This design comes from an exercise in tuning for small area and a short achievable clock period on the open sky130 flow, not from production work.
Only simulation tests tie the RTL to the original design; equivalence was not proved.

==> flow/design.v (outline; a module is shown in full before it is edited, if it fits) <==
// module synapse_decode: 388 lines
// module izh_step: 501 lines
// module izh_execute: 45 lines
// module spike_result: 66 lines
// module neuron_top: 62 lines
module neuron_top #(
    parameter int NEURON_INDEX = 1
) (
    input  logic        clk,
    input  logic        rst,
    input  logic        cfg_we,
    input  logic [5:0]  cfg_addr,
    input  logic [17:0] cfg_data,
    input  logic        axon_vld,
    input  logic [7:0]  axon_index,
    input  logic        nc_evaluate,
    input  logic        nc_reset,
    input  logic        nc_warmup,
    input  logic        out_granted,
    output logic        neur_output,
    output logic        out_pending,
    output logic [7:0]  out_bus,
    output logic [17:0] state_v,
    output logic [17:0] state_u
);
  // ...
==> flow/flow/run.sh <==
#!/bin/bash
# The standard layout, with timing repair aimed at a shorter period than the clock's
# (SETUP_SLACK_MARGIN) and drive-strength buffers on the ports.
set -euo pipefail
export SETUP_SLACK_MARGIN=12.5
export BUFFER_PORTS_ARGS="-buffer_cell sky130_fd_sc_hd__buf_2"
bash standard.sh > standard.log 2>&1
==> flow/standard.sh <==
#!/bin/bash
# synth_recipe.tcl (not shown) runs the flow's synth.tcl, then flattens the netlist and writes it again
# the make line also repeats each setting of config.mk as NAME=value (left out here)
make -C /OpenROAD-flow-scripts/flow DESIGN_CONFIG=/design/flow/config.mk WORK_HOME=/design/flow/orfs CLKGATE_MAP_FILE= SYNTH_SCRIPT=/design/flow/synth_recipe.tcl "${@:-finish}"
==> flow/config.mk <==
export PLATFORM = sky130hd
export DESIGN_NAME = neuron_top
export DESIGN_NICKNAME = neuron_top
export VERILOG_FILES = /design/flow/design.v
export SDC_FILE = /design/flow/constraint.sdc
export NUM_CORES = 4
export LEC_CHECK = 0
export CAP_MARGIN = 20
export CORE_MARGIN = 2
export CORE_UTILIZATION = 40
export SLEW_MARGIN = 20
==> flow/constraint.sdc <==
create_clock -name core_clock -period 24.0 [get_ports {clk}]
set_input_delay 4.8000 -clock core_clock [delete_from_list [all_inputs] [get_ports {clk}]]
set_output_delay 4.8000 -clock core_clock [all_outputs]
set_load 0.01 [all_outputs]
==> tab_implementation.tex, run 1 <==
\begin{tabular}{lr}
\hline
Metric & Value \\
\hline
\multicolumn{2}{l}{\textbf{Synth}} \\
\quad Primary flip-flop cell chosen by synthesis mapping & sky130\_fd\_sc\_hd\_\_dfxtp\_1 \\
\quad Post-synthesis compound-gate area fraction & around 7\% \\
\quad Syn Inst Count & between 3000 and 4000 \\
\quad Most repeated cell in the gate-level netlist after synthesis & sky130\_fd\_sc\_hd\_\_inv\_1 \\
\multicolumn{2}{l}{\textbf{Worst setup path}} \\
\quad Crit path max fanout & 16 \\
\quad Worst reg2reg startpoint & izh\_execute\_i.u[9] \\
\quad Arr. time, crit path & between 6 and 7 ns \\
\quad Number of cells traversed by the worst register-to-register path & 33 \\
\quad Buffers plus inverters on the worst setup path & 3 \\
\multicolumn{2}{l}{\textbf{Routing}} \\
\quad Total Wirelength & between 80000 and 90000 um \\
\multicolumn{2}{l}{\textbf{Floorplanning}} \\
\quad Starting utilization of the core area & about two fifths \\
\quad Floorplan core area & between 70000 and 80000 um\^{}2 \\
\multicolumn{2}{l}{\textbf{GRT}} \\
\quad Tot GR Track Use & 21.46\% \\
\quad Largest net degree at the start of global routing & about 130 \\
\multicolumn{2}{l}{\textbf{Status}} \\
\quad Run status & complete, no violations \\
\multicolumn{2}{l}{\textbf{Place}} \\
\quad DP Cell Count & $\sim$4500 \\
\quad Port buffer count & 69 \\
\multicolumn{2}{l}{\textbf{Cells and area}} \\
\quad Multi-input gate share of total cell area & roughly three fifths \\
\quad Number of flip-flops and latches & between 400 and 500 \\
\quad Final nets & slightly above 4000 \\
\quad Layout Cells excl Fill & 4607 \\
\quad Number of antenna diodes & 0 \\
\quad Final cell area excluding filler cells & approximately 34000 um\^{}2 \\
\multicolumn{2}{l}{\textbf{Timing}} \\
\quad Worst-margin pin slew & 1.071 ns \\
\hline
\end{tabular}
==> run 2, diff against run 1 <==
==> flow/flow/run.sh (replaced) <==
#!/bin/bash
# The standard layout, with timing repair aimed at a shorter period than the clock's
# (SETUP_SLACK_MARGIN) and drive-strength buffers on the ports.
set -euo pipefail
export SETUP_SLACK_MARGIN=13.5
export BUFFER_PORTS_ARGS="-buffer_cell sky130_fd_sc_hd__buf_2"
bash standard.sh > standard.log 2>&1
==> run 2 against run 1 <==
  * Die area unchanged
  * Critical path depth unchanged
  * Critical endpoint unchanged
==> tab_implementation.tex, run 2 <==
\begin{tabular}{lr}
\hline
Metric & Value \\
\hline
\multicolumn{2}{l}{\textbf{Place}} \\
\quad Port buffer count & 69 (unchanged) \\
\quad Post-DP HPWL & approximately 60000 um \\
\quad DP Cell Count & 4521 (unchanged) \\
\quad GP Congestion & 0.8742 \\
\multicolumn{2}{l}{\textbf{Synth}} \\
\quad Number of warnings issued by yosys & 5 \\
\quad Leading post-synthesis cells by cell area & sky130\_fd\_sc\_hd\_\_dfxtp\_1 (27\%), sky130\_fd\_sc\_hd\_\_fa\_1 (23\%), sky130\_fd\_sc\_hd\_\_inv\_1 (5.3\%) \\
\quad Share of flip-flops with an asynchronous set or reset & 0\% \\
\quad Combinational family with the most area after synthesis & adder cells \\
\quad Syn Inst Count & 3565 (unchanged) \\
\quad Post-synthesis share of cell area spent on and, or, nand and nor gates & between 10\% and 20\% \\
\quad Number of flip-flops and latches in the synthesized netlist & $\sim$420 \\
\quad Primary flip-flop cell chosen by synthesis mapping & sky130\_fd\_sc\_hd\_\_dfxtp\_1 \\
\quad Most used standard cells in the synthesized netlist & sky130\_fd\_sc\_hd\_\_inv\_1 (446), sky130\_fd\_sc\_hd\_\_nand2\_1 (428), sky130\_fd\_sc\_hd\_\_dfxtp\_1 (417) \\
\quad Mux share of post-synthesis cell area & 3.635\% \\
\quad Part of the Yosys area used for sequential elements & between 20\% and 30\% \\
\quad Post-synthesis share of cell area spent on full adders, half adders and majority gates & roughly 28\% \\
\quad Post-synthesis share of cell area spent on xor and xnor gates & between 10 and 15\% \\
\quad Post-synthesis compound-gate area fraction & 7.215\% (unchanged) \\
\quad Synth cell types & 74 \\
\quad Most repeated cell in the gate-level netlist after synthesis & sky130\_fd\_sc\_hd\_\_inv\_1 \\
\quad Area share of the largest cell type after synthesis & about a quarter \\
\quad Area of the mapped netlist & between 30000 and 40000 um\^{}2 \\
\quad Top cell type by total area after synthesis & sky130\_fd\_sc\_hd\_\_dfxtp\_1 \\
\quad Average instance area after synthesis & 8.815 um\^{}2 \\
\quad Count of flip-flops with a built-in enable after synthesis & 0 \\
\multicolumn{2}{l}{\textbf{Routing}} \\
\quad Total Wirelength & 86730 um (+0.13\%) \\
\quad Number of design-rule violations left by the first detailed-router iteration & 1433 \\
\quad Average wire per cell in the routed design & 18.78 um \\
\quad Drt pass-1 iters & 9 \\
\quad Vias after detailed routing & 23300 \\
\quad DRC Markers & 0 \\
\quad Vias per cell & slightly above 5 \\
\quad Antenna-violating nets left & 0 \\
\multicolumn{2}{l}{\textbf{Cells and area}} \\
\quad Top register by number of flip-flops & synapse\_decode\_i.table\_i \\
\quad Most common cell after layout, fill and taps aside & sky130\_fd\_sc\_hd\_\_inv\_1 \\
\quad Commonest cells after routing, fill and taps aside & sky130\_fd\_sc\_hd\_\_inv\_1 (442), sky130\_fd\_sc\_hd\_\_nand2\_1 (427), sky130\_fd\_sc\_hd\_\_dfxtp\_1 (416) \\
\quad Final nets & 4076 (+0.27\%) \\
\quad Max FFs per register & 160 \\
\quad Core utilization of the finished layout & between 40 and 50\% \\
\quad Number of antenna diodes & 0 (unchanged) \\
\quad Biggest registers after layout & synapse\_decode\_i.table\_i (160), synapse\_decode\_i.table\_w (140) \\
\quad Share of final-layout standard cells stronger than drive strength 1 & 7.350\% \\
\quad Growth of design area from synthesis to finish & 9.966\% \\
\quad Layout Cells excl Fill & 4618 (+0.24\%) \\
\quad Fillers & 7747 \\
\multicolumn{2}{l}{\textbf{Min path}} \\
\quad Hold WC Path Type & flop to flop \\
\quad Start point of the worst hold path & synapse\_decode\_i.bias\_current[0] \\
\multicolumn{2}{l}{\textbf{GRT}} \\
\quad Largest net degree at the start of global routing & 132 (unchanged) \\
\quad Vias in the first global route & around 23000 \\
\quad First-pass GRT wire length & roughly 140000 um \\
\quad Tot GR Track Use & 21.46\% (about the same) \\
\quad Residual overflow from global routing & 0 \\
\quad Initial antenna violation count & 0 \\
\multicolumn{2}{l}{\textbf{Timing}} \\
\quad Tmin final & a little over 10 ns \\
\quad Max Clock Freq & between 90 and 100 MHz \\
\quad Final slew viol count & 0 \\
\quad Worst-margin pin slew & 1.060 ns (-0.01132 ns) \\
\quad Hold slack final & 0.4541 ns \\
\quad Tcrit/Tclk final & a little over two fifths \\
\quad Clock Skew & between 0.03 and 0.04 ns \\
\quad Final number of hold-violating endpoints & 0 \\
\quad Total Negative Setup Slacks & 0 ns \\
\quad Max transition margin & between 20\% and 30\% \\
\quad Final Setup Violations & 0 \\
\quad Unrepaired setup endpoints after global routing & no \\
\multicolumn{2}{l}{\textbf{Floorplanning}} \\
\quad Vert. Die Dim & 284.3 um \\
\quad Die Width & around 280 um \\
\quad Starting utilization of the core area & 40.50\% (unchanged) \\
\quad Die outline area & slightly above 80000 um\^{}2 \\
\quad \# rows & about 100 \\
\quad IO Count & 86 \\
\quad Floorplan core area & 77590 um\^{}2 (unchanged) \\
\multicolumn{2}{l}{\textbf{Clock network}} \\
\quad Clock Sinks & 417 \\
\quad Number of levels in the clock H-tree & 2 \\
\quad Library cell used as clock root buffer & sky130\_fd\_sc\_hd\_\_clkbuf\_16 \\
\quad Hold\_buf cts & 0 \\
\quad Maximum buffer depth of the clock tree & 3 \\
\quad Inserted Clock Buffers & 48 \\
\quad CTS tree & done \\
\quad Clock-pin slew on the worst setup and hold paths & $\sim$0.060 ns \\
\quad Clock latency at the later pin of the worst-skew pair & between 0.6 and 0.7 ns \\
\multicolumn{2}{l}{\textbf{Worst setup path}} \\
\quad Crit path max fanout & 16 (unchanged) \\
\quad Crit. Startpoint & nc\_evaluate \\
\quad CP startpoint kind & input port \\
\quad Worst reg2reg startpoint & izh\_execute\_i.u[7] \\
\quad Critical setup path kind & input port to primary output \\
\quad Required time at the endpoint of the critical path & 19.20 ns \\
\quad Arr. time, crit path & 5.57 ns (-0.63 ns) \\
\quad Critical path capture point type & primary output \\
\multicolumn{2}{l}{\textbf{Status}} \\
\quad Run status & complete, no violations \\
\multicolumn{2}{l}{\textbf{Flow run}} \\
\quad Number of max-cap violations & 0 \\
\hline
\end{tabular}
[run 2: what timing repair did]
item,4_1_cts,5_1_grt
gates resized for setup,5,18
setup endpoints to repair,8,8
buffers inserted,1,10
[run 2: final cells by class]
type | count | area, um^2 | share of cell area [%]
multi-input combinational | 2499 | 20740 | 60.03
inverter | 450 | 1707 | 4.939
tap | 1040 | 1301 | 3.766
clock inverter | 21 | 314.1 | 0.9088
timing repair buffer | 126 | 785.8 | 2.274
clock buffer | 65 | 1355 | 3.921
sequential | 417 | 8349 | 24.16
[run 2: cell families (layout without fill, tap and decap cells)]
logic type	after synthesis	in the layout
AO/OA/AOI/OAI	394	394
XOR/XNOR	370	370
adder cells (fa/ha/maj)	494	494
buffers and inverters	655	662
flip-flops	417	417
multiplexers	114	114
other	1	7
AND/OR/NAND/NOR	1120	1120
[run 2: metal layers]
metal  global-route usage, %  part of all wire [%]  up-vias
met2                   36.50                    48      502
met5                       0                     0        -
li1                        -                     -    11230
met1                   29.22                    45    11470
met4                   5.434                   2.3        0
met3                   2.183                   4.2       97
[run 2: final timing paths]
path / end / slack [ns] / cells after the start
min reg2reg: synapse_decode_i.bias_current[0] / 0.45 / 2
min: synapse_decode_i.bias_current[0] / 0.45 / 2
max: neur_output / 13.63 / 4
max reg2reg: izh_execute_i.u[15] / 14.07 / 39
[run 2: critical path, stage by stage]
cell                         delay (ns)
sky130_fd_sc_hd__buf_4             0.26
sky130_fd_sc_hd__nand2_2           0.20
sky130_fd_sc_hd__clkinvlp_4        0.14
sky130_fd_sc_hd__buf_2             0.15
[run 2: stage by stage]
stage                     setup WS [ns]  cell area, um^2
after floorplan                   13.76            31450
after global placement            12.92            32690
after detailed placement          12.88            32690
after CTS                         13.47            34390
after global routing              13.50            34560
final                             13.63            34560
==> run 3, diff against run 2 <==
==> flow/flow/run.sh (replaced) <==
#!/bin/bash
# The standard layout, with timing repair aimed at a shorter period than the clock's
# (SETUP_SLACK_MARGIN) and drive-strength buffers on the ports.
set -euo pipefail
export SETUP_SLACK_MARGIN=14
export BUFFER_PORTS_ARGS="-buffer_cell sky130_fd_sc_hd__buf_2"
bash standard.sh > standard.log 2>&1
==> run 3 against run 2 <==
  * Still clean
  * Flip-flop and latch count did not move
  * Non-clock buffer count rose by 14
  * Critical path depth rose by 1
  * Count of clock-buffer cells in the layout rose by 6
  * Design area rose by 0.50%
  * First-iteration DRC count rose by 4.5%
  * Register-to-register slack improved by 0.36 ns
  * Hold slack barely moved
  * Die area did not move
  * Synthesized cell count did not move
  * Worst setup slack improved by 0.34 ns
==> tab_implementation.tex, run 3 <==
\begin{tabular}{lr}
\hline
Metric & Value \\
\hline
\multicolumn{2}{l}{\textbf{Cells and area}} \\
\quad Commonest cells after routing, fill and taps aside & sky130\_fd\_sc\_hd\_\_inv\_1 (441), sky130\_fd\_sc\_hd\_\_nand2\_1 (427), sky130\_fd\_sc\_hd\_\_dfxtp\_1 (412) \\
\quad Fillers & 7711 (-0.46\%) \\
\quad Max FFs per register & 160 (unchanged) \\
\quad Most common cell after layout, fill and taps aside & sky130\_fd\_sc\_hd\_\_inv\_1 \\
\quad Final nets & 4090 (+0.34\%) \\
\quad Growth of design area from synthesis to finish & 10.52\% \\
\quad Top register by number of flip-flops & synapse\_decode\_i.table\_i \\
\quad Register Area & 8354 um\^{}2 (about the same) \\
\quad Biggest registers after layout & synapse\_decode\_i.table\_i (160), synapse\_decode\_i.table\_w (140) \\
\quad Share of final-layout standard cells stronger than drive strength 1 & 8.180\% (+0.83 points) \\
\quad Area occupied by multi-input gates & 20780 um\^{}2 (+0.19\%) \\
\quad Number of antenna diodes & 0 (unchanged) \\
\quad Final cell area excluding filler cells & 34730 um\^{}2 (+0.50\%) \\
\multicolumn{2}{l}{\textbf{Worst setup path}} \\
\quad Number of cells traversed by the worst register-to-register path & 39 (unchanged) \\
\quad Critical setup path kind & input port to primary output \\
\quad Cells traversed along the worst timing path & buf\_12, buf\_12, nand2\_8, inv\_8, buf\_6 \\
\quad Crit path max fanout & 2 (-14) \\
\quad Critical path capture point type & primary output \\
\quad Cell class contributing the biggest share of worst-path delay & buffers and inverters \\
\quad Worst reg2reg startpoint & izh\_execute\_i.u[5] \\
\quad Buffers plus inverters on the worst setup path & 4 (+1) \\
\quad Arr. time, crit path & 5.23 ns (-0.34 ns) \\
\quad Required time at the endpoint of the critical path & 19.20 ns (about the same) \\
\quad CP startpoint kind & input port \\
\quad Setup slack of the worst register-to-register path & 14.43 ns (+0.36 ns) \\
\quad Crit path top cell by count & sky130\_fd\_sc\_hd\_\_buf\_12 \\
\quad Crit path largest cell delay & 0.12 ns (-0.14 ns) \\
\quad Library cell contributing the largest single delay on the critical path & sky130\_fd\_sc\_hd\_\_buf\_12 \\
\quad Endpoint of the lowest-slack register-to-register path & izh\_execute\_i.u[15] \\
\multicolumn{2}{l}{\textbf{Synth}} \\
\quad Number of flip-flops and latches in the synthesized netlist & 417 (unchanged) \\
\quad Most used standard cells in the synthesized netlist & sky130\_fd\_sc\_hd\_\_inv\_1 (446), sky130\_fd\_sc\_hd\_\_nand2\_1 (428), sky130\_fd\_sc\_hd\_\_dfxtp\_1 (417) \\
\quad Mux share of post-synthesis cell area & 3.635\% (unchanged) \\
\quad Syn Inst Count & 3565 (unchanged) \\
\quad Post-synthesis share of cell area spent on full adders, half adders and majority gates & 28.29\% (unchanged) \\
\quad Most repeated cell in the gate-level netlist after synthesis & sky130\_fd\_sc\_hd\_\_inv\_1 \\
\quad Part of the Yosys area used for sequential elements & 26.56\% (unchanged) \\
\quad Top cell type by total area after synthesis & sky130\_fd\_sc\_hd\_\_dfxtp\_1 \\
\quad Area of the mapped netlist & 31430 um\^{}2 (unchanged) \\
\quad Leading post-synthesis cells by cell area & sky130\_fd\_sc\_hd\_\_dfxtp\_1 (27\%), sky130\_fd\_sc\_hd\_\_fa\_1 (23\%), sky130\_fd\_sc\_hd\_\_inv\_1 (5.3\%) \\
\quad Post-synthesis share of cell area spent on xor and xnor gates & 10.36\% (unchanged) \\
\quad Combinational family with the most area after synthesis & adder cells \\
\quad Average instance area after synthesis & 8.815 um\^{}2 (unchanged) \\
\quad Area share of the largest cell type after synthesis & 26.56\% (unchanged) \\
\quad Count of flip-flops with a built-in enable after synthesis & 0 (unchanged) \\
\quad Post-synthesis compound-gate area fraction & 7.215\% (unchanged) \\
\quad Primary flip-flop cell chosen by synthesis mapping & sky130\_fd\_sc\_hd\_\_dfxtp\_1 \\
\quad Share of flip-flops with an asynchronous set or reset & 0\% (unchanged) \\
\quad Synth cell types & 74 (unchanged) \\
\quad Post-synthesis share of cell area spent on and, or, nand and nor gates & 15.95\% (unchanged) \\
\quad Number of warnings issued by yosys & 5 (unchanged) \\
\multicolumn{2}{l}{\textbf{Flow run}} \\
\quad Number of max-cap violations & 0 (unchanged) \\
\multicolumn{2}{l}{\textbf{Timing}} \\
\quad Tmin final & 10.03 ns (-0.3382 ns) \\
\quad Clock Skew & 0.02471 ns (-0.01468 ns) \\
\quad Worst-margin pin slew & 1.068 ns (+0.008401 ns) \\
\quad Total Negative Setup Slacks & 0 ns (unchanged) \\
\quad Unrepaired setup endpoints after global routing & yes \\
\quad Smallest setup slack after layout & 13.97 ns (+0.3382 ns) \\
\quad Final number of hold-violating endpoints & 0 (unchanged) \\
\quad Tcrit/Tclk final & 41.78\% (-1.4 points) \\
\quad Final Setup Violations & 0 (unchanged) \\
\quad Hold slack final & 0.4540 ns (-0.0001080 ns) \\
\quad Final slew viol count & 0 (unchanged) \\
\quad Max transition margin & 28.54\% (-0.82 points) \\
\quad Max Clock Freq & 99.72 MHz (+3.4\%) \\
\multicolumn{2}{l}{\textbf{Routing}} \\
\quad Total Wirelength & 86790 um (about the same) \\
\quad Vias per cell & 5.069 (+0.45\%) \\
\quad Vias after detailed routing & 23490 (+0.79\%) \\
\quad DRC Markers & 0 (unchanged) \\
\quad Number of design-rule violations left by the first detailed-router iteration & 1497 (+4.5\%) \\
\quad Antenna-violating nets left & 0 (unchanged) \\
\quad Drt pass-1 iters & 6 (-3) \\
\quad Average wire per cell in the routed design & 18.73 um (-0.27\%) \\
\multicolumn{2}{l}{\textbf{Clock network}} \\
\quad Clock-pin slew on the worst setup and hold paths & 0.06 ns (about the same) \\
\quad Clock Sinks & 417 (unchanged) \\
\quad CTS tree & done \\
\quad Hold\_buf cts & 0 (unchanged) \\
\quad Clock latency at the later pin of the worst-skew pair & 0.60 ns (-0.02 ns) \\
\quad Number of levels in the clock H-tree & 2 (unchanged) \\
\quad Library cell used as clock root buffer & sky130\_fd\_sc\_hd\_\_clkbuf\_16 \\
\quad Inserted Clock Buffers & 48 (unchanged) \\
\quad Maximum buffer depth of the clock tree & 3 (unchanged) \\
\multicolumn{2}{l}{\textbf{Min path}} \\
\quad Hold WC Path Type & flop to flop \\
\quad Destination of the worst hold path & synapse\_decode\_i.bias\_current[0] \\
\quad Number of stages on the worst hold path & 2 (unchanged) \\
\quad Start point of the worst hold path & synapse\_decode\_i.bias\_current[0] \\
\multicolumn{2}{l}{\textbf{Floorplanning}} \\
\quad Vert. Die Dim & 284.3 um (unchanged) \\
\quad \# rows & 102 (unchanged) \\
\quad IO Count & 86 (unchanged) \\
\quad Die Width & 284.3 um (unchanged) \\
\quad Floorplan core area & 77590 um\^{}2 (unchanged) \\
\quad Starting utilization of the core area & 40.50\% (unchanged) \\
\quad Die outline area & 80820 um\^{}2 (unchanged) \\
\multicolumn{2}{l}{\textbf{GRT}} \\
\quad Initial antenna violation count & 0 (unchanged) \\
\quad Largest net degree at the start of global routing & 144 (+9.1\%) \\
\quad Vias in the first global route & 23300 (+0.65\%) \\
\quad Residual overflow from global routing & 0 (unchanged) \\
\quad First-pass GRT wire length & 135800 um (about the same) \\
\quad Tot GR Track Use & 21.48\% (about the same) \\
\multicolumn{2}{l}{\textbf{Place}} \\
\quad Post-DP HPWL & 60350 um (+0.18\%) \\
\quad GP Congestion & 0.8992 (+2.9\%) \\
\quad Placement-stage cell area & 32700 um\^{}2 (about the same) \\
\quad Setup Slack @ Placement & 12.85 ns (-0.02770 ns) \\
\quad Port buffer count & 69 (unchanged) \\
\multicolumn{2}{l}{\textbf{Status}} \\
\quad Run status & complete, no violations \\
\hline
\end{tabular}
## run 3: through the flow
stage	util [%]	cells
4_1_cts	44.47	4617
2_1_floorplan	-	3571
6_report	44.76	4634
5_1_grt	44.76	4634
3_3_place_gp	42.14	4521
3_5_place_dp	42.14	4521
## run 3: layout make-up
| type | count | area share (%) |
|---|---|---|
| multi-input cells | 2499 | 59.84 |
| flip-flops and latches | 417 | 24.05 |
| inverters | 450 | 4.946 |
| clock buffers | 71 | 4.139 |
| well taps | 1040 | 3.747 |
| repair buffers | 140 | 2.763 |
| clock inverters | 17 | 0.5080 |
## run 3: how the worst max path moves through the flow
stage	startpoint	end	depth (start not counted)
CTS	nc_evaluate	neur_output	5
global placement	izh_execute_i.u[9]	izh_execute_i.u[15]	38
detailed placement	izh_execute_i.u[9]	izh_execute_i.u[15]	38
finish	nc_evaluate	neur_output	5
floorplan	nc_evaluate	neur_output	4
global route	izh_execute_i.u[15]	neur_output	15
## run 3: repair_timing
action	in CTS	in global routing
gates cloned	1	0
gates resized for setup	24	29
pin swaps	1	8
setup buffers	7	17
setup endpoints to repair	26	8
## run 3: logic make-up (layout without fill, tap and decap cells)
| kind of cell | Yosys count | count (layout) |
|---|---|---|
| buffers and inverters | 655 | 678 |
| AO/OA/AOI/OAI | 394 | 394 |
| adder cells (fa/ha/maj) | 494 | 494 |
| AND/OR/NAND/NOR | 1120 | 1120 |
| other | 1 | 7 |
| XOR/XNOR | 370 | 370 |
| multiplexers | 114 | 114 |
| flip-flops | 417 | 417 |
## run 3: per-layer routing
layer	part of all wire, %	global-route usage [%]	up-vias
met5	0	0	-
met4	2.8	6.158	0
met3	5.1	2.536	121
met2	48	36.14	531
met1	44	29.07	11580
li1	-	-	11250
## run 3: worst reg2reg max path, delay by kind of cell (launching register included)
kind	cells	cell delay, ns
buffers and inverters	7	0.71
adder cells (fa/ha/maj)	10	4.16
XOR/XNOR	2	0.37
flip-flops	1	0.50
AO/OA/AOI/OAI	12	1.87
AND/OR/NAND/NOR	8	1.81
==> run 4, diff against run 3 <==
--- a/flow/config.mk
+++ b/flow/config.mk
@@ -5,6 +5,7 @@
 export SDC_FILE = /design/flow/constraint.sdc
 export NUM_CORES = 4
 export LEC_CHECK = 0
+export ABC_AREA = 1
 export CAP_MARGIN = 20
 export CORE_MARGIN = 2
 export CORE_UTILIZATION = 40
==> run 4 against run 3 <==
  * Final cell count up 10%
  * Flip-flop and latch count unchanged
  * Sequential share of layout area about the same
  * First-iteration DRC count up 29%
  * Still clean on timing, DRC and antenna
  * Via count up 7.2%
  * Wire length up 4.6%
  * Clock skew up 0.033 ns
  * Hold slack better by 0.010 ns
  * Non-clock buffer count down 38
==> tab_implementation.tex, run 4 <==
\begin{tabular}{lr}
\hline
Metric & Value \\
\hline
\multicolumn{2}{l}{\textbf{GRT}} \\
\quad Vias in the first global route & 24990 (+7.3\%) \\
\quad Residual overflow from global routing & 0 (unchanged) \\
\quad Initial antenna violation count & 2 (+2) \\
\quad Tot GR Track Use & 22.30\% (+0.81 points) \\
\quad First-pass GRT wire length & 142000 um (+4.6\%) \\
\quad Largest net degree at the start of global routing & 136 (-5.6\%) \\
\multicolumn{2}{l}{\textbf{Routing}} \\
\quad Antenna-violating nets left & 0 (unchanged) \\
\quad Average wire per cell in the routed design & 17.78 um (-5.1\%) \\
\quad Total Wirelength & 90800 um (+4.6\%) \\
\quad Vias after detailed routing & 25170 (+7.2\%) \\
\quad DRC Markers & 0 (unchanged) \\
\quad Number of design-rule violations left by the first detailed-router iteration & 1931 (+29\%) \\
\quad Drt pass-1 iters & 8 (+2) \\
\quad Vias per cell & 4.930 (-2.7\%) \\
\multicolumn{2}{l}{\textbf{Clock network}} \\
\quad CTS tree & done \\
\quad Number of levels in the clock H-tree & 2 (unchanged) \\
\quad Clock latency at the later pin of the worst-skew pair & 0.63 ns (+0.03 ns) \\
\quad Clock-pin slew on the worst setup and hold paths & 0.06 ns (about the same) \\
\quad Hold\_buf cts & 0 (unchanged) \\
\quad Inserted Clock Buffers & 48 (unchanged) \\
\quad Clock Sinks & 417 (unchanged) \\
\quad Library cell used as clock root buffer & sky130\_fd\_sc\_hd\_\_clkbuf\_16 \\
\quad Maximum buffer depth of the clock tree & 3 (unchanged) \\
\multicolumn{2}{l}{\textbf{Cells and area}} \\
\quad Final cell area excluding filler cells & 34770 um\^{}2 (+0.10\%) \\
\quad Number of antenna diodes & 0 (unchanged) \\
\quad Layout Cells excl Fill & 5106 (+10\%) \\
\quad Fillers & 7907 (+2.5\%) \\
\quad Max FFs per register & 160 (unchanged) \\
\quad Share of final-layout standard cells stronger than drive strength 1 & 6.114\% (-2.1 points) \\
\quad Register Area & 8353 um\^{}2 (about the same) \\
\quad Commonest cells after routing, fill and taps aside & sky130\_fd\_sc\_hd\_\_nor2\_1 (845), sky130\_fd\_sc\_hd\_\_inv\_1 (641), sky130\_fd\_sc\_hd\_\_dfxtp\_1 (413) \\
\quad Biggest registers after layout & synapse\_decode\_i.table\_i (160), synapse\_decode\_i.table\_w (140) \\
\quad Top register by number of flip-flops & synapse\_decode\_i.table\_i \\
\quad Most common cell after layout, fill and taps aside & sky130\_fd\_sc\_hd\_\_nor2\_1 \\
\quad Area occupied by multi-input gates & 20290 um\^{}2 (-2.4\%) \\
\quad Growth of design area from synthesis to finish & 9.320\% \\
\quad Final nets & 4554 (+11\%) \\
\quad Core utilization of the finished layout & 44.08\% (-0.68 points) \\
\multicolumn{2}{l}{\textbf{Timing}} \\
\quad Worst-margin pin slew & 1.011 ns (-0.05733 ns) \\
\quad Final Setup Violations & 0 (unchanged) \\
\quad Final number of hold-violating endpoints & 0 (unchanged) \\
\quad Total Negative Setup Slacks & 0 ns (unchanged) \\
\quad Tcrit/Tclk final & 41.61\% (-0.17 points) \\
\quad Final slew viol count & 0 (unchanged) \\
\quad Tmin final & 9.986 ns (-0.04180 ns) \\
\quad Smallest setup slack after layout & 14.01 ns (+0.04180 ns) \\
\quad Clock Skew & 0.05793 ns (+0.03322 ns) \\
\quad Max transition margin & 32.43\% (+3.9 points) \\
\quad Max Clock Freq & 100.1 MHz (+0.42\%) \\
\quad Unrepaired setup endpoints after global routing & no \\
\multicolumn{2}{l}{\textbf{Synth}} \\
\quad Syn Inst Count & 4015 (+13\%) \\
\quad Leading post-synthesis cells by cell area & sky130\_fd\_sc\_hd\_\_dfxtp\_1 (26\%), sky130\_fd\_sc\_hd\_\_fa\_1 (23\%), sky130\_fd\_sc\_hd\_\_nor2\_1 (10\%) \\
\quad Area share of the largest cell type after synthesis & 26.25\% (-0.31 points) \\
\quad Part of the Yosys area used for sequential elements & 26.25\% (-0.31 points) \\
\quad Average instance area after synthesis & 7.921 um\^{}2 (-10\%) \\
\quad Share of flip-flops with an asynchronous set or reset & 0\% (unchanged) \\
\quad Most repeated cell in the gate-level netlist after synthesis & sky130\_fd\_sc\_hd\_\_nor2\_1 \\
\quad Area of the mapped netlist & 31800 um\^{}2 (+1.2\%) \\
\quad Number of warnings issued by yosys & 5 (unchanged) \\
\quad Primary flip-flop cell chosen by synthesis mapping & sky130\_fd\_sc\_hd\_\_dfxtp\_1 \\
\quad Synth cell types & 59 (-20\%) \\
\quad Most used standard cells in the synthesized netlist & sky130\_fd\_sc\_hd\_\_nor2\_1 (846), sky130\_fd\_sc\_hd\_\_inv\_1 (643), sky130\_fd\_sc\_hd\_\_dfxtp\_1 (417) \\
\quad Top cell type by total area after synthesis & sky130\_fd\_sc\_hd\_\_dfxtp\_1 \\
\quad Count of flip-flops with a built-in enable after synthesis & 0 (unchanged) \\
\quad Number of flip-flops and latches in the synthesized netlist & 417 (unchanged) \\
\multicolumn{2}{l}{\textbf{Floorplanning}} \\
\quad Starting utilization of the core area & 40.32\% (-0.18 points) \\
\quad Vert. Die Dim & 286.0 um (+0.59\%) \\
\quad Die Width & 286.0 um (+0.59\%) \\
\quad Die outline area & 81780 um\^{}2 (+1.2\%) \\
\quad Floorplan core area & 78870 um\^{}2 (+1.6\%) \\
\quad IO Count & 86 (unchanged) \\
\quad \# rows & 103 (+0.98\%) \\
\multicolumn{2}{l}{\textbf{Flow run}} \\
\quad Number of max-cap violations & 0 (unchanged) \\
\multicolumn{2}{l}{\textbf{Min path}} \\
\quad Hold WC Path Type & flop to flop \\
\multicolumn{2}{l}{\textbf{Place}} \\
\quad Placement-stage cell area & 32990 um\^{}2 (+0.88\%) \\
\quad Port buffer count & 69 (unchanged) \\
\quad Post-DP HPWL & 64370 um (+6.7\%) \\
\quad Setup Slack @ Placement & 13.34 ns (+0.4947 ns) \\
\quad GP Congestion & 0.9056 (+0.71\%) \\
\quad DP Cell Count & 5011 (+11\%) \\
\multicolumn{2}{l}{\textbf{Worst setup path}} \\
\quad Crit path max fanout & 11 (+9) \\
\quad CP startpoint kind & input port \\
\quad Arr. time, crit path & 5.19 ns (-0.04 ns) \\
\quad Critical setup path kind & input port to primary output \\
\quad Critical path capture point type & primary output \\
\quad Required time at the endpoint of the critical path & 19.20 ns (about the same) \\
\multicolumn{2}{l}{\textbf{Status}} \\
\quad Run status & complete, no violations \\
\hline
\end{tabular}
run 4: per-stage QoR:
| step | hold slack (ns) |
|---|---|
| after floorplan | 0.4292 |
| after global placement | 0.4489 |
| after detailed placement | 0.4510 |
| after CTS | 0.4658 |
| after global routing | 0.4832 |
| final | 0.4644 |
run 4: final timing paths:
| check | to | from | slack (ns) | cells past startpoint |
|---|---|---|---|---|
| hold / removal | spike_result_i.step_len[3] | spike_result_i.step_len[3] | 0.46 | 2 |
| setup reg to reg | izh_execute_i.q[18] | izh_execute_i.u[4] | 14.61 | 36 |
| hold reg to reg | spike_result_i.step_len[3] | spike_result_i.step_len[3] | 0.46 | 2 |
| setup / recovery | neur_output | nc_evaluate | 14.01 | 4 |
run 4: layout make-up:
type | instances | share of cell area, %
Multi-Input combinational cell | 2777 | 58.35
Sequential cell | 417 | 24.03
Inverter | 674 | 7.353
Clock buffer | 72 | 3.973
Tap cell | 1050 | 3.779
Timing Repair Buffer | 102 | 1.799
Clock inverter | 14 | 0.7162
run 4: critical path, cell delays in order:
cell and delay (ns):
sky130_fd_sc_hd__buf_16 0.13, sky130_fd_sc_hd__nand2_8 0.08, sky130_fd_sc_hd__clkinv_8 0.05, sky130_fd_sc_hd__buf_6 0.11
run 4: timing repair:
item                                    CTS  global route
pin swaps                                 1             0
endpoints found under the setup margin    1            13
resized for setup                        11             9
buffers inserted                          2             7
run 4: per-layer routing:
layer	global-route usage [%]	vias up	wire, um
li1	-	12370	-
met1	29.23	12010	39840
met2	37.21	634	42260
met3	3.270	155	5145
met4	8.416	0	3548
met5	0	-	0
run 4: cell families (layout without fill, tap and decap cells):
logic type	count (synthesis)	count (layout)	synth area share [%]
other	1	7	0.01179
buffers and inverters	827	862	10.13
AND/OR/NAND/NOR	1406	1406	17.95
adder cells (fa/ha/maj)	494	494	27.96
AO/OA/AOI/OAI	617	617	10.60
XOR/XNOR	253	253	7.098
flip-flops	417	417	26.25
==> run 5, diff against run 4 <==
--- a/flow/config.mk
+++ b/flow/config.mk
@@ -5,8 +5,7 @@
 export SDC_FILE = /design/flow/constraint.sdc
 export NUM_CORES = 4
 export LEC_CHECK = 0
-export ABC_AREA = 1
 export CAP_MARGIN = 20
 export CORE_MARGIN = 2
-export CORE_UTILIZATION = 40
+export CORE_UTILIZATION = 65
 export SLEW_MARGIN = 20
==> run 5 against run 4 <==
  * Non-clock buffer count grew 34
  * Wire length down 3.3%
  * Global-route usage increased by 13 points
  * Count of clock-buffer cells in the layout fell by 3
  * Highest routed layer unchanged
==> tab_implementation.tex, run 5 <==
\begin{tabular}{lr}
\hline
Metric & Value \\
\hline
\multicolumn{2}{l}{\textbf{Status}} \\
\quad Run status & complete, no violations \\
\multicolumn{2}{l}{\textbf{Worst setup path}} \\
\quad Critical setup path kind & input port to primary output \\
\quad Library cell contributing the largest single delay on the critical path & sky130\_fd\_sc\_hd\_\_buf\_12 \\
\quad Cells traversed along the worst timing path & buf\_8, buf\_12, nand2\_8, inv\_8, buf\_6 \\
\quad Critical path capture point type & primary output \\
\quad CP startpoint kind & input port \\
\quad Crit path max fanout & 2 (-9) \\
\quad Buffers plus inverters on the worst setup path & 4 (+1) \\
\quad Required time at the endpoint of the critical path & 19.20 ns (about the same) \\
\quad Cell class contributing the biggest share of worst-path delay & buffers and inverters \\
\quad Crit path largest cell delay & 0.13 ns (about the same) \\
\quad Arr. time, crit path & 5.27 ns (+0.08 ns) \\
\multicolumn{2}{l}{\textbf{Routing}} \\
\quad DRC Markers & 0 (unchanged) \\
\quad Vias per cell & 5.786 (+17\%) \\
\quad Total Wirelength & 87820 um (-3.3\%) \\
\quad Antenna-violating nets left & 0 (unchanged) \\
\quad Number of design-rule violations left by the first detailed-router iteration & 1794 (-7.1\%) \\
\quad Vias after detailed routing & 24300 (-3.5\%) \\
\quad Average wire per cell in the routed design & 20.91 um (+18\%) \\
\quad Drt pass-1 iters & 6 (-2) \\
\multicolumn{2}{l}{\textbf{Floorplanning}} \\
\quad Floorplan core area & 47750 um\^{}2 (-39\%) \\
\quad IO Count & 86 (unchanged) \\
\quad Vert. Die Dim & 223.9 um (-22\%) \\
\quad Die Width & 223.9 um (-22\%) \\
\quad Starting utilization of the core area & 65.82\% (+25 points) \\
\quad Die outline area & 50120 um\^{}2 (-39\%) \\
\quad \# rows & 80 (-22\%) \\
\multicolumn{2}{l}{\textbf{Synth}} \\
\quad Top cell type by total area after synthesis & sky130\_fd\_sc\_hd\_\_dfxtp\_1 \\
\quad Post-synthesis share of cell area spent on xor and xnor gates & 10.36\% (+3.3 points) \\
\quad Leading post-synthesis cells by cell area & sky130\_fd\_sc\_hd\_\_dfxtp\_1 (27\%), sky130\_fd\_sc\_hd\_\_fa\_1 (23\%), sky130\_fd\_sc\_hd\_\_inv\_1 (5.3\%) \\
\quad Part of the Yosys area used for sequential elements & 26.56\% (+0.31 points) \\
\quad Most used standard cells in the synthesized netlist & sky130\_fd\_sc\_hd\_\_inv\_1 (446), sky130\_fd\_sc\_hd\_\_nand2\_1 (428), sky130\_fd\_sc\_hd\_\_dfxtp\_1 (417) \\
\quad Number of warnings issued by yosys & 5 (unchanged) \\
\quad Syn Inst Count & 3565 (-11\%) \\
\quad Count of flip-flops with a built-in enable after synthesis & 0 (unchanged) \\
\quad Post-synthesis share of cell area spent on full adders, half adders and majority gates & 28.29\% (+0.34 points) \\
\quad Primary flip-flop cell chosen by synthesis mapping & sky130\_fd\_sc\_hd\_\_dfxtp\_1 \\
\quad Average instance area after synthesis & 8.815 um\^{}2 (+11\%) \\
\quad Area share of the largest cell type after synthesis & 26.56\% (+0.31 points) \\
\quad Most repeated cell in the gate-level netlist after synthesis & sky130\_fd\_sc\_hd\_\_inv\_1 \\
\quad Post-synthesis compound-gate area fraction & 7.215\% (-3.4 points) \\
\quad Post-synthesis share of cell area spent on and, or, nand and nor gates & 15.95\% (-2.0 points) \\
\quad Synth cell types & 74 (+25\%) \\
\quad Mux share of post-synthesis cell area & 3.635\% (+3.6 points) \\
\quad Area of the mapped netlist & 31430 um\^{}2 (-1.2\%) \\
\quad Combinational family with the most area after synthesis & adder cells \\
\quad Share of flip-flops with an asynchronous set or reset & 0\% (unchanged) \\
\quad Number of flip-flops and latches in the synthesized netlist & 417 (unchanged) \\
\multicolumn{2}{l}{\textbf{Cells and area}} \\
\quad Top register by number of flip-flops & synapse\_decode\_i.table\_i \\
\quad Final cell area excluding filler cells & 34140 um\^{}2 (-1.8\%) \\
\quad Growth of design area from synthesis to finish & 8.628\% \\
\quad Max FFs per register & 160 (unchanged) \\
\quad Number of antenna diodes & 0 (unchanged) \\
\quad Biggest registers after layout & synapse\_decode\_i.table\_i (160), synapse\_decode\_i.table\_w (140) \\
\quad Commonest cells after routing, fill and taps aside & sky130\_fd\_sc\_hd\_\_inv\_1 (440), sky130\_fd\_sc\_hd\_\_nand2\_1 (427), sky130\_fd\_sc\_hd\_\_dfxtp\_1 (412) \\
\quad Share of final-layout standard cells stronger than drive strength 1 & 7.894\% (+1.8 points) \\
\quad Final nets & 4084 (-10\%) \\
\quad Core utilization of the finished layout & 71.50\% (+27 points) \\
\quad Fillers & 3719 (-53\%) \\
\quad Most common cell after layout, fill and taps aside & sky130\_fd\_sc\_hd\_\_inv\_1 \\
\multicolumn{2}{l}{\textbf{GRT}} \\
\quad First-pass GRT wire length & 137400 um (-3.2\%) \\
\quad Residual overflow from global routing & 0 (unchanged) \\
\quad Tot GR Track Use & 35.69\% (+13 points) \\
\quad Vias in the first global route & 24550 (-1.8\%) \\
\quad Initial antenna violation count & 0 (-2) \\
\quad Largest net degree at the start of global routing & 167 (+23\%) \\
\multicolumn{2}{l}{\textbf{Place}} \\
\quad Post-DP HPWL & 61670 um (-4.2\%) \\
\quad GP Congestion & 0.9638 (+6.4\%) \\
\quad Port buffer count & 69 (unchanged) \\
\quad Placement-stage cell area & 32150 um\^{}2 (-2.5\%) \\
\multicolumn{2}{l}{\textbf{Timing}} \\
\quad Unrepaired setup endpoints after global routing & yes \\
\quad Final slew viol count & 0 (unchanged) \\
\quad Worst-margin pin slew & 1.166 ns (+0.1553 ns) \\
\quad Tmin final & 10.07 ns (+0.08160 ns) \\
\quad Max Clock Freq & 99.33 MHz (-0.81\%) \\
\quad Final number of hold-violating endpoints & 0 (unchanged) \\
\quad Total Negative Setup Slacks & 0 ns (unchanged) \\
\quad Final Setup Violations & 0 (unchanged) \\
\quad Max transition margin & 21.55\% (-11 points) \\
\quad Tcrit/Tclk final & 41.95\% (+0.34 points) \\
\quad Clock Skew & 0.04429 ns (-0.01365 ns) \\
\multicolumn{2}{l}{\textbf{Clock network}} \\
\quad Number of levels in the clock H-tree & 2 (unchanged) \\
\quad Clock-pin slew on the worst setup and hold paths & 0.05 ns (about the same) \\
\quad Maximum buffer depth of the clock tree & 3 (unchanged) \\
\quad Clock Sinks & 417 (unchanged) \\
\quad CTS tree & done \\
\quad Library cell used as clock root buffer & sky130\_fd\_sc\_hd\_\_clkbuf\_16 \\
\quad Inserted Clock Buffers & 46 (-4.2\%) \\
\quad Hold\_buf cts & 0 (unchanged) \\
\quad Clock latency at the later pin of the worst-skew pair & 0.62 ns (about the same) \\
\multicolumn{2}{l}{\textbf{Min path}} \\
\quad Hold WC Path Type & flop to flop \\
\multicolumn{2}{l}{\textbf{Flow run}} \\
\quad Number of max-cap violations & 0 (unchanged) \\
\hline
\end{tabular}
## run 5: cell types whose count changed in the layout (fill, tap and decap cells not counted), moves of 28 or more
cell / previous run / this run
sky130_fd_sc_hd__a21oi_1: 138 / 261
sky130_fd_sc_hd__and2_1: 0 / 45
sky130_fd_sc_hd__buf_4: 32 / 64
sky130_fd_sc_hd__inv_1: 641 / 440
sky130_fd_sc_hd__mux2i_1: 0 / 113
sky130_fd_sc_hd__nand2_1: 392 / 427
sky130_fd_sc_hd__nand3_1: 60 / 242
sky130_fd_sc_hd__nor2_1: 845 / 256
sky130_fd_sc_hd__o21ai_0: 372 / 32
sky130_fd_sc_hd__xnor2_1: 98 / 187
sky130_fd_sc_hd__xor2_1: 151 / 179
## run 5: kinds of logic (layout without fill, tap and decap cells)
kind of cell | count (synthesis) | in the layout
AO/OA/AOI/OAI | 394 | 394
XOR/XNOR | 370 | 370
adder cells (fa/ha/maj) | 494 | 494
buffers and inverters | 655 | 669
flip-flops | 417 | 417
multiplexers | 114 | 114
other | 1 | 7
AND/OR/NAND/NOR | 1120 | 1120
## run 5: final timing paths
path	end	depth (start not counted)	slack, ns	startpoint
worst max-delay path	neur_output	5	13.93	nc_evaluate
worst min-delay path	synapse_decode_i.bias_current[2]	2	0.45	synapse_decode_i.bias_current[2]
worst max register to register	izh_execute_i.u[15]	31	14.32	izh_execute_i.q[9]
worst min register to register	synapse_decode_i.bias_current[2]	2	0.45	synapse_decode_i.bias_current[2]
## run 5: layout make-up
cell class / count / area [um^2] / area share (%)
Tap cell: 615 / 769.5 / 2.254
Clock inverter: 14 / 214.0 / 0.6268
Multi-Input combinational cell: 2499 / 20790 / 60.90
Timing Repair Buffer: 136 / 928.4 / 2.720
Inverter: 450 / 1714 / 5.021
Clock buffer: 69 / 1368 / 4.006
Sequential cell: 417 / 8354 / 24.47
## run 5: timing repair
action                     in CTS  in global routing
setup endpoints to repair      15                 11
cloned                          1                  0
buffers inserted               10                 12
pin swaps                       2                  5
gates resized for setup        28                 24
## run 5: layer usage
| layer | global-route usage, % | routed length, um | part of all wire, % | vias up |
|---|---|---|---|---|
| li1 | - | - | - | 11250 |
| met1 | 43.96 | 34250 | 39 | 12040 |
| met2 | 61.95 | 43700 | 50 | 815 |
| met3 | 4.355 | 5115 | 5.8 | 204 |
| met4 | 18.11 | 4762 | 5.4 | 0 |
| met5 | 0 | 0 | 0 | - |
## run 5: per-stage QoR
step                      hold WS, ns  setup slack (ns)  instances
after floorplan                0.4250             14.02       3571
after global placement         0.4428             12.79       4094
after detailed placement       0.4479             12.67       4094
after CTS                      0.4554             13.93       4188
after global routing           0.4699             13.93       4200
final                          0.4548             13.93       4200
## run 5: worst min-delay path: stages, from the launching register on
cell,delay [ns]
sky130_fd_sc_hd__dfxtp_1,0.30
sky130_fd_sc_hd__nand2_1,0.05
sky130_fd_sc_hd__a21oi_1,0.05
==> run 6, diff against run 5 <==
--- a/flow/config.mk
+++ b/flow/config.mk
@@ -7,5 +7,7 @@
 export LEC_CHECK = 0
 export CAP_MARGIN = 20
 export CORE_MARGIN = 2
-export CORE_UTILIZATION = 65
+export CORE_UTILIZATION = 40
+export CTS_BUF_LIST = sky130_fd_sc_hd__clkbuf_8
+export CTS_CLUSTER_SIZE = 25
 export SLEW_MARGIN = 20
==> run 6 against run 5 <==
  * Worst setup slack improved by 0.043 ns
  * Synthesized area did not move
  * Die area rose by 61%
  * Still clean
  * Critical endpoint unchanged
  * Highest routed layer unchanged
  * Fmax rose by 0.43%
  * Final cell count rose by 12%
==> tab_implementation.tex, run 6 <==
\begin{tabular}{lr}
\hline
Metric & Value \\
\hline
\multicolumn{2}{l}{\textbf{Timing}} \\
\quad Total Negative Setup Slacks & 0 ns (unchanged) \\
\quad Max transition margin & 26.90\% (+5.4 points) \\
\quad Tmin final & 10.02 ns (-0.04320 ns) \\
\quad Unrepaired setup endpoints after global routing & yes \\
\quad Final number of hold-violating endpoints & 0 (unchanged) \\
\quad Final slew viol count & 0 (unchanged) \\
\quad Final Setup Violations & 0 (unchanged) \\
\quad Clock Skew & 0.05560 ns (+0.01131 ns) \\
\quad Max Clock Freq & 99.75 MHz (+0.43\%) \\
\quad Tcrit/Tclk final & 41.77\% (-0.18 points) \\
\quad Worst-margin pin slew & 1.092 ns (-0.07355 ns) \\
\multicolumn{2}{l}{\textbf{Synth}} \\
\quad Number of warnings issued by yosys & 5 (unchanged) \\
\quad Count of flip-flops with a built-in enable after synthesis & 0 (unchanged) \\
\quad Part of the Yosys area used for sequential elements & 26.56\% (unchanged) \\
\quad Area of the mapped netlist & 31430 um\^{}2 (unchanged) \\
\quad Most repeated cell in the gate-level netlist after synthesis & sky130\_fd\_sc\_hd\_\_inv\_1 \\
\quad Syn Inst Count & 3565 (unchanged) \\
\quad Leading post-synthesis cells by cell area & sky130\_fd\_sc\_hd\_\_dfxtp\_1 (27\%), sky130\_fd\_sc\_hd\_\_fa\_1 (23\%), sky130\_fd\_sc\_hd\_\_inv\_1 (5.3\%) \\
\quad Primary flip-flop cell chosen by synthesis mapping & sky130\_fd\_sc\_hd\_\_dfxtp\_1 \\
\quad Synth cell types & 74 (unchanged) \\
\quad Share of flip-flops with an asynchronous set or reset & 0\% (unchanged) \\
\quad Number of flip-flops and latches in the synthesized netlist & 417 (unchanged) \\
\quad Top cell type by total area after synthesis & sky130\_fd\_sc\_hd\_\_dfxtp\_1 \\
\quad Area share of the largest cell type after synthesis & 26.56\% (unchanged) \\
\quad Most used standard cells in the synthesized netlist & sky130\_fd\_sc\_hd\_\_inv\_1 (446), sky130\_fd\_sc\_hd\_\_nand2\_1 (428), sky130\_fd\_sc\_hd\_\_dfxtp\_1 (417) \\
\quad Average instance area after synthesis & 8.815 um\^{}2 (unchanged) \\
\multicolumn{2}{l}{\textbf{Cells and area}} \\
\quad Top register by number of flip-flops & synapse\_decode\_i.table\_i \\
\quad Layout Cells excl Fill & 4688 (+12\%) \\
\quad Share of final-layout standard cells stronger than drive strength 1 & 9.101\% (+1.2 points) \\
\quad Growth of design area from synthesis to finish & 10.75\% \\
\quad Commonest cells after routing, fill and taps aside & sky130\_fd\_sc\_hd\_\_inv\_1 (468), sky130\_fd\_sc\_hd\_\_nand2\_1 (427), sky130\_fd\_sc\_hd\_\_dfxtp\_1 (410) \\
\quad Max FFs per register & 160 (unchanged) \\
\quad Biggest registers after layout & synapse\_decode\_i.table\_i (160), synapse\_decode\_i.table\_w (140) \\
\quad Number of antenna diodes & 0 (unchanged) \\
\quad Most common cell after layout, fill and taps aside & sky130\_fd\_sc\_hd\_\_inv\_1 \\
\quad Final nets & 4121 (+0.91\%) \\
\multicolumn{2}{l}{\textbf{Worst setup path}} \\
\quad Arr. time, crit path & 5.22 ns (-0.05 ns) \\
\quad CP startpoint kind & input port \\
\quad Critical path capture point type & primary output \\
\quad Crit path largest cell delay & 0.12 ns (about the same) \\
\quad Library cell contributing the largest single delay on the critical path & sky130\_fd\_sc\_hd\_\_buf\_12 \\
\quad Critical setup path kind & input port to primary output \\
\quad Required time at the endpoint of the critical path & 19.20 ns (about the same) \\
\quad Buffers plus inverters on the worst setup path & 4 (unchanged) \\
\quad Number of cells traversed by the worst register-to-register path & 34 (+9.7\%) \\
\quad Cell class contributing the biggest share of worst-path delay & buffers and inverters \\
\quad Crit path max fanout & 2 (unchanged) \\
\quad Count of cell instances traversed by the critical path & 5 (unchanged) \\
\quad Cells traversed along the worst timing path & buf\_12, buf\_12, nand2\_8, inv\_8, buf\_6 \\
\quad Crit path top cell by count & sky130\_fd\_sc\_hd\_\_buf\_12 \\
\multicolumn{2}{l}{\textbf{Place}} \\
\quad Port buffer count & 69 (unchanged) \\
\quad Post-DP HPWL & 60350 um (-2.2\%) \\
\quad DP Cell Count & 4521 (+10\%) \\
\quad GP Congestion & 0.8992 (-6.7\%) \\
\multicolumn{2}{l}{\textbf{Routing}} \\
\quad Number of design-rule violations left by the first detailed-router iteration & 1515 (-16\%) \\
\quad Antenna-violating nets left & 0 (unchanged) \\
\quad Drt pass-1 iters & 5 (-1) \\
\quad Vias after detailed routing & 23680 (-2.5\%) \\
\quad Average wire per cell in the routed design & 18.69 um (-11\%) \\
\quad DRC Markers & 0 (unchanged) \\
\quad Total Wirelength & 87600 um (-0.25\%) \\
\quad Vias per cell & 5.052 (-13\%) \\
\multicolumn{2}{l}{\textbf{Min path}} \\
\quad Number of stages on the worst hold path & 2 (unchanged) \\
\quad Hold WC Path Type & flop to flop \\
\multicolumn{2}{l}{\textbf{Clock network}} \\
\quad Clock-pin slew on the worst setup and hold paths & 0.06 ns (about the same) \\
\quad Number of levels in the clock H-tree & 3 (+1) \\
\quad CTS tree & done \\
\quad Hold\_buf cts & 0 (unchanged) \\
\quad Inserted Clock Buffers & 79 (+72\%) \\
\quad Maximum buffer depth of the clock tree & 3 (unchanged) \\
\quad Clock Sinks & 417 (unchanged) \\
\quad Clock latency at the later pin of the worst-skew pair & 0.70 ns (+0.08 ns) \\
\quad Library cell used as clock root buffer & sky130\_fd\_sc\_hd\_\_clkbuf\_8 \\
\multicolumn{2}{l}{\textbf{GRT}} \\
\quad Largest net degree at the start of global routing & 144 (-14\%) \\
\quad First-pass GRT wire length & 137100 um (-0.23\%) \\
\quad Residual overflow from global routing & 0 (unchanged) \\
\quad Initial antenna violation count & 0 (unchanged) \\
\quad Vias in the first global route & 23670 (-3.6\%) \\
\quad Tot GR Track Use & 21.76\% (-14 points) \\
\multicolumn{2}{l}{\textbf{Floorplanning}} \\
\quad Starting utilization of the core area & 40.50\% (-25 points) \\
\quad Die outline area & 80820 um\^{}2 (+61\%) \\
\quad Floorplan core area & 77590 um\^{}2 (+63\%) \\
\quad Vert. Die Dim & 284.3 um (+27\%) \\
\quad \# rows & 102 (+28\%) \\
\quad IO Count & 86 (unchanged) \\
\quad Die Width & 284.3 um (+27\%) \\
\multicolumn{2}{l}{\textbf{Flow run}} \\
\quad Number of max-cap violations & 0 (unchanged) \\
\multicolumn{2}{l}{\textbf{Status}} \\
\quad Run status & complete, no violations \\
\hline
\end{tabular}
run 6: kinds of logic (layout without fill, tap and decap cells):
| logic type | count (synthesis) | in the layout | share of synthesized area (%) |
|---|---|---|---|
| and+or+nand+nor | 1120 | 1120 | 15.95 |
| buffers and inverters | 655 | 732 | 7.971 |
| AOI/OAI and AO/OA | 394 | 394 | 7.215 |
| other | 1 | 7 | 0.01193 |
| adders and majority gates | 494 | 494 | 28.29 |
| muxes | 114 | 114 | 3.635 |
| DFF | 417 | 417 | 26.56 |
| xor gates and xnor gates | 370 | 370 | 10.36 |
run 6: worst register-to-register path, delay by kind of cell, from the launching register on:
family / cells / cell delay, ns
DFF: 1 / 0.48
xor gates and xnor gates: 2 / 0.49
AOI/OAI and AO/OA: 3 / 0.63
buffers and inverters: 7 / 0.75
and+or+nand+nor: 11 / 2.34
adders and majority gates: 11 / 4.76
run 6: timing repair:
action                     CTS  global route
setup endpoints to repair   26             8
pin swaps                    2             9
gates resized for setup     24            38
buffers inserted             7            17
cloned                       1             0
run 6: final timing paths:
| kind | start | end | slack, ns |
|---|---|---|---|
| max | nc_evaluate | neur_output | 13.98 |
| min | synapse_decode_i.bias_current[0] | synapse_decode_i.bias_current[0] | 0.46 |
| max reg2reg | izh_execute_i.q[11] | izh_execute_i.u[16] | 14.46 |
| min reg2reg | synapse_decode_i.bias_current[0] | synapse_decode_i.bias_current[0] | 0.46 |
run 6: layer usage:
| metal | track usage (%) | share of wire [%] | vias to the layer above |
|---|---|---|---|
| li1 | - | - | 11330 |
| met1 | 29.04 | 44 | 11640 |
| met2 | 36.29 | 48 | 572 |
| met3 | 3.226 | 5.0 | 144 |
| met4 | 6.895 | 3.0 | 0 |
| met5 | 0 | 0 | - |
run 6: layout make-up:
cell class / instances / area, um^2
fill: 7758 / 42790
sequential: 417 / 8357
inverter: 450 / 1718
timing repair buffer: 140 / 959.7
clock buffer: 102 / 1404
multi-input combinational: 2499 / 20820
tap: 1040 / 1301
clock inverter: 40 / 247.7
run 6: through the flow:
| step | area (um^2) | setup WS [ns] | hold slack, ns | util, % |
|---|---|---|---|---|
| finish | 34800 | 13.98 | 0.4550 | 44.85 |
| global route | 34800 | 13.90 | 0.4778 | 44.85 |
| CTS | 34540 | 13.97 | 0.4562 | 44.52 |
| detailed placement | 32700 | 12.85 | 0.4464 | 42.14 |
| global placement | 32700 | 12.83 | 0.4381 | 42.14 |
| floorplan | 31470 | 14.02 | 0.4250 | - |
==> run 7, diff against run 6 <==
--- a/flow/config.mk
+++ b/flow/config.mk
@@ -8,6 +8,6 @@
 export CAP_MARGIN = 20
 export CORE_MARGIN = 2
 export CORE_UTILIZATION = 40
-export CTS_BUF_LIST = sky130_fd_sc_hd__clkbuf_8
-export CTS_CLUSTER_SIZE = 25
+export CTS_CLUSTER_DIAMETER = 100
+export CTS_CLUSTER_SIZE = 30
 export SLEW_MARGIN = 20
==> run 7 against run 6 <==
  * Hold slack improved by 0.0031 ns
  * Die area unchanged
  * Largest cell class unchanged
  * First-iteration DRC count increased by 0.13%
==> tab_implementation.tex, run 7 <==
\begin{tabular}{lr}
\hline
Metric & Value \\
\hline
\multicolumn{2}{l}{\textbf{Synth}} \\
\quad Syn Inst Count & 3565 (unchanged) \\
\quad Top cell type by total area after synthesis & sky130\_fd\_sc\_hd\_\_dfxtp\_1 \\
\quad Primary flip-flop cell chosen by synthesis mapping & sky130\_fd\_sc\_hd\_\_dfxtp\_1 \\
\quad Count of flip-flops with a built-in enable after synthesis & 0 (unchanged) \\
\quad Synth cell types & 74 (unchanged) \\
\quad Leading post-synthesis cells by cell area & sky130\_fd\_sc\_hd\_\_dfxtp\_1 (27\%), sky130\_fd\_sc\_hd\_\_fa\_1 (23\%), sky130\_fd\_sc\_hd\_\_inv\_1 (5.3\%) \\
\quad Number of warnings issued by yosys & 5 (unchanged) \\
\multicolumn{2}{l}{\textbf{Worst setup path}} \\
\quad Crit path max fanout & 2 (unchanged) \\
\quad Critical setup path kind & input port to primary output \\
\quad CP startpoint kind & input port \\
\quad Cells traversed along the worst timing path & buf\_12, buf\_12, nand2\_8, inv\_8, buf\_6 \\
\quad Crit path top cell by count & sky130\_fd\_sc\_hd\_\_buf\_12 \\
\multicolumn{2}{l}{\textbf{Routing}} \\
\quad Antenna-violating nets left & 0 (unchanged) \\
\quad Total Wirelength & 86220 um (-1.6\%) \\
\quad Average wire per cell in the routed design & 18.83 um (+0.78\%) \\
\quad Vias per cell & 5.078 (+0.50\%) \\
\multicolumn{2}{l}{\textbf{Place}} \\
\quad Post-DP HPWL & 60350 um (unchanged) \\
\multicolumn{2}{l}{\textbf{Timing}} \\
\quad Max transition margin & 27.85\% (+0.95 points) \\
\quad Final number of hold-violating endpoints & 0 (unchanged) \\
\quad Worst-margin pin slew & 1.072 ns (-0.02011 ns) \\
\quad Final Setup Violations & 0 (unchanged) \\
\quad Tcrit/Tclk final & 41.78\% (about the same) \\
\quad Unrepaired setup endpoints after global routing & yes \\
\quad Total Negative Setup Slacks & 0 ns (unchanged) \\
\multicolumn{2}{l}{\textbf{GRT}} \\
\quad Vias in the first global route & 23050 (-2.6\%) \\
\quad Tot GR Track Use & 21.27\% (-0.49 points) \\
\quad First-pass GRT wire length & 135400 um (-1.2\%) \\
\quad Residual overflow from global routing & 0 (unchanged) \\
\multicolumn{2}{l}{\textbf{Clock network}} \\
\quad Hold\_buf cts & 0 (unchanged) \\
\quad Clock-pin slew on the worst setup and hold paths & 0.08 ns (+0.02 ns) \\
\quad Number of levels in the clock H-tree & 1 (-2) \\
\quad Library cell used as clock root buffer & sky130\_fd\_sc\_hd\_\_clkbuf\_16 \\
\quad Clock Sinks & 417 (unchanged) \\
\quad CTS tree & done \\
\quad Inserted Clock Buffers & 22 (-72\%) \\
\multicolumn{2}{l}{\textbf{Floorplanning}} \\
\quad Die outline area & 80820 um\^{}2 (unchanged) \\
\quad Starting utilization of the core area & 40.50\% (unchanged) \\
\multicolumn{2}{l}{\textbf{Cells and area}} \\
\quad Register Area & 8353 um\^{}2 (about the same) \\
\quad Number of antenna diodes & 0 (unchanged) \\
\quad Biggest registers after layout & synapse\_decode\_i.table\_i (160), synapse\_decode\_i.table\_w (140) \\
\quad Final nets & 4061 (-1.5\%) \\
\quad Fillers & 7804 (+0.59\%) \\
\quad Max FFs per register & 160 (unchanged) \\
\multicolumn{2}{l}{\textbf{Status}} \\
\quad Run status & complete, no violations \\
\multicolumn{2}{l}{\textbf{Min path}} \\
\quad Hold WC Path Type & flop to flop \\
\hline
\end{tabular}
## run 7: cell counts after synthesis
Identical to the previous run, type by type.
## run 7: layer usage
metal | wire length, um | global-route usage (%) | up-vias
met3 | 3671 | 1.766 | 95
met4 | 1946 | 4.263 | 0
met2 | 41920 | 36.61 | 497
met5 | 0 | 0 | -
li1 | - | - | 11180
met1 | 38680 | 29.28 | 11480
## run 7: area by class of cell
class | instances | share of cell area, %
well taps | 1040 | 3.847
flip-flops and latches | 417 | 24.69
inverters | 450 | 5.078
clock buffers | 24 | 1.650
repair buffers | 137 | 2.770
multi-input cells | 2499 | 61.43
clock inverters | 11 | 0.5363
## run 7: metrics by stage
step                util [%]  cells  setup slack [ns]  hold WS [ns]  area (um^2)
floorplan                  -   3571             14.02        0.4250        31470
finish                 43.60   4578             13.97        0.4581        33830
global placement       42.14   4521             12.83        0.4381        32700
CTS                    43.34   4564             13.97        0.4598        33630
global route           43.60   4578             13.91        0.4815        33830
detailed placement     42.14   4521             12.85        0.4464        32700
## run 7: path summary, 6_finish.rpt
kind	from	end	slack, ns	cells after the start
max	nc_evaluate	neur_output	13.97	5
min	synapse_decode_i.bias_current[2]	synapse_decode_i.bias_current[2]	0.46	2
max reg2reg	izh_execute_i.q[8]	izh_execute_i.u[15]	14.46	40
min reg2reg	synapse_decode_i.bias_current[2]	synapse_decode_i.bias_current[2]	0.46	2
## run 7: timing repair
| action | in CTS | in global routing |
|---|---|---|
| gates resized for setup | 24 | 28 |
| buffers inserted | 7 | 14 |
| cloned | 1 | 0 |
| pin swaps | 1 | 8 |
| endpoints found under the setup margin | 26 | 8 |
## run 7: logic make-up (layout without fill, tap and decap cells)
kind of cell / Yosys count / count (layout) / synth area share (%)
compound gates: 394 / 394 / 7.215
xor+xnor: 370 / 370 / 10.36
fa+ha+maj: 494 / 494 / 28.29
buf+inv: 655 / 622 / 7.971
flops: 417 / 417 / 26.56
mux: 114 / 114 / 3.635
other cells: 1 / 7 / 0.01193
simple gates: 1120 / 1120 / 15.95
## run 7: critical path: cells and delay by family
family | cells | cell delay [ns]
and+or+nand+nor | 1 | 0.06
buffers and inverters | 4 | 0.36

[port drivers added, routing unchanged]
The results above use ideal ports. As a check the final layouts listed here were re-extracted and re-timed, cells and wires unchanged.
Step 1, drivers: a clkbuf_16 drives clk and a buf_2 each remaining input, both assumed.
Step 2 times the ports against the registers' clock, not the clock port: input delays grow and output delays shrink by t, the midpoint of the rising clock arrivals with the driver on.
Three values: ideal ports, drivers, drivers and shift; two values: the first two.
| run | t (ns) | setup slack, ns | worst setup path at the end | worst data-port slew with drivers (ns) | cell pins on the clock port's net |
|---|---|---|---|---|---|
| run 1 | 0.665 | 12.997 / 12.969 / 12.969 | input to output | 0.05 | 1 |
| run 2 | 0.663 | 13.634 / 13.604 / 13.604 | input to output | 0.05 | 1 |
| run 3 | 0.655 | 13.972 / 13.926 / 13.926 | input to output | 0.06 | 1 |
| run 4 | 0.668 | 14.014 / 13.949 / 13.949 | input to output | 0.09 | 1 |
| run 5 | 0.657 | 13.932 / 13.893 / 13.893 | input to output | 0.06 | 1 |
| run 6 | 0.737 | 13.975 / 13.929 / 13.929 | input to output | 0.06 | 1 |
| run 7 | 0.644 | 13.972 / 13.926 / 13.926 | input to output | 0.06 | 1 |
After both steps every run listed still meets setup and hold. For run 4, which loses most, drivers alone change the setup slack by -0.065 ns; drivers and shift together by -0.065 ns.
